From an optimization exercise on the open Yosys and OpenROAD flow, aimed at small area, a short achievable clock period and few clock cycles per item; shortcuts taken in it are not production practice. No activity file was given, so power comes from the tool's default toggle rates.

// conv1d_top
module conv1d_top (
  input  logic        clk,
  input  logic        rst_n,
  input  logic        psel_i,
  input  logic        penable_i,
  input  logic        pwrite_i,
  input  logic [7:0]  paddr_i,
  input  logic [31:0] pwdata_i,
  output logic [31:0] prdata_o,
  output logic        pready_o,
  output logic        pslverr_o,
  output logic        mem_req_o,
  output logic        mem_we_o,
  output logic [6:0]  mem_addr_o,
  output logic [31:0] mem_wdata_o,
  input  logic [31:0] mem_rdata_i,
  output logic        done_o
);
clock: 8.0 ns
lec_check: 0
cap_margin: 20
core_margin: 2
core_utilization: 40
cts_buf_list: sky130_fd_sc_hd__clkbuf_8
cts_cluster_diameter: 50
cts_cluster_size: 20
setup_slack_margin: 4.5
slew_margin: 20
synth_hierarchical: 1
synth_minimum_keep_size: 0
standard.sh (not shown) runs the stock make flow with config.mk's settings and CLKGATE_MAP_FILE= SYNTH_SCRIPT=/design/flow/synth_recipe.tcl, a recipe that flattens the netlist after the stock synthesis.
==> flow/flow/run.sh <==
#!/bin/bash
# Standard layout, with the smallest plain buffer on the ports.
set -euo pipefail
export BUFFER_PORTS_ARGS="-buffer_cell sky130_fd_sc_hd__buf_1"
bash standard.sh > standard.log 2>&1
The starting point completed without violations.
Rerun with:
--- a/flow/config.mk
+++ b/flow/config.mk
@@ -9,7 +9,4 @@
 export CORE_MARGIN = 2
-export CORE_UTILIZATION = 40
-export CTS_BUF_LIST = sky130_fd_sc_hd__clkbuf_8
-export CTS_CLUSTER_DIAMETER = 50
-export CTS_CLUSTER_SIZE = 20
-export SETUP_SLACK_MARGIN = 4.5
+export CORE_UTILIZATION = 65
+export SETUP_SLACK_MARGIN = 4.8
 export SLEW_MARGIN = 20
The changed run went through all stages and came out clean; utilization rose by 31 points; wire length rose by 4.8%; combinational power rose by about 3%; via count rose by 4.7%; non-clock buffer count rose by 23; hold slack is better by 3.7 ps.
No run of this note included a check of the RTL's function; only the layout flow was run.


## north
conv1d_top again, from the RTL that the note above started with.
## conv1d_top
module conv1d_top (
  input  logic        clk,
  input  logic        rst_n,
  input  logic        psel_i,
  input  logic        penable_i,
  input  logic        pwrite_i,
  input  logic [7:0]  paddr_i,
  input  logic [31:0] pwdata_i,
  output logic [31:0] prdata_o,
  output logic        pready_o,
  output logic        pslverr_o,
  output logic        mem_req_o,
  output logic        mem_we_o,
  output logic [6:0]  mem_addr_o,
  output logic [31:0] mem_wdata_o,
  input  logic [31:0] mem_rdata_i,
  output logic        done_o
);
==> flow/config.mk <==
export PLATFORM = sky130hd
export DESIGN_NAME = conv1d_top
export DESIGN_NICKNAME = conv1d_top
export VERILOG_FILES = /design/flow/design.v
export SDC_FILE = /design/flow/constraint.sdc
export NUM_CORES = 4
export LEC_CHECK = 0
export CAP_MARGIN = 20
export CORE_MARGIN = 2
export CORE_UTILIZATION = 40
export CTS_BUF_LIST = sky130_fd_sc_hd__clkbuf_8
export CTS_CLUSTER_DIAMETER = 40
export CTS_CLUSTER_SIZE = 16
export SETUP_SLACK_MARGIN = 4.5
export SLEW_MARGIN = 20
export SYNTH_HIERARCHICAL = 1
export SYNTH_MINIMUM_KEEP_SIZE = 0
==> flow/constraint.sdc <==
create_clock -name core_clock -period 8.0 [get_ports {clk}]
set_input_delay 1.6000 -clock core_clock [delete_from_list [all_inputs] [get_ports {clk}]]
set_output_delay 1.6000 -clock core_clock [all_outputs]
set_load 0.01 [all_outputs]
Scripts as last shown in full above: flow/flow/run.sh
diff inputs: north => south
- CTS_CLUSTER_DIAMETER no longer set, was 40
- CTS_CLUSTER_SIZE no longer set, was 16
- CTS_BUF_LIST no longer set, was sky130_fd_sc_hd__clkbuf_8
From north to south the numbers moved as follows: global-route usage was more or less identical, fraction of power consumed by combinational cells now sits lower, switching power went up about 4.5%. Number of post-CTS setup repair buffers was higher in north than in south.
No functional check of the RTL was part of any run of this note.


Another version of the RTL of conv1d_top (not shown whole).
For scale: about 980 cells after synthesis, about 150 I/O pins.
Settings: LEC_CHECK=0, CAP_MARGIN=20, CORE_MARGIN=2, CORE_UTILIZATION=40, SETUP_SLACK_MARGIN=3.8, SLEW_MARGIN=20, SYNTH_HIERARCHICAL=1, SYNTH_MINIMUM_KEEP_SIZE=0; clock period 8.0 ns.
Scripts as last shown in full above: flow/flow/run.sh
The starting point ran to the end with no violations.
Rerun with:
Settings changed: SETUP_SLACK_MARGIN 3.8 to 4.2.
Result: Non-clock buffer count climbs by 21; sequential power hardly moves; sequential share of layout area goes down by 0.44 points; die area does not change; flip-flop and latch count stays the same; core utilization goes up by 0.65 points.
No functional check of the RTL was part of any run of this note.

==> re-timing with driven ports <==
The results above use ideal ports. As a check the final layouts listed here were re-extracted and re-timed, cells and wires unchanged.
Step 1: set_driving_cell puts a clkbuf_16 on clk and a buf_2 on each other input, an assumption about the parent block.
Step 2 moves the port delays by t, midway between the first and last clock arrival at a register: inputs arrive t later, outputs are due t later. That takes back most of the time a late clock gives input paths.
Three values: no drivers, after step 1, after step 2; two values: the first two.
run	shift t [ns]	setup slack, ns	worst register clock-pin slew, ns
the first run of note 1	0.512	4.449 / 4.449 / 4.449	0.12 / 0.12
the second run of note 1	0.464	4.444 / 4.444 / 4.444	0.07 / 0.07
north	0.512	4.449 / 4.449 / 4.449	0.12 / 0.12
south	0.479	4.429 / 4.429 / 4.429	0.09 / 0.09
the first run of note 3	0.487	3.993 / 4.012 / 3.536	0.08 / 0.08
the second run of note 3	0.486	4.269 / 4.269 / 3.850	0.08 / 0.08
After both steps setup and hold are still met in every run listed. The setup slack of the first run of note 3, which loses most, moves by +0.019 ns with the drivers and by -0.457 ns with both steps.
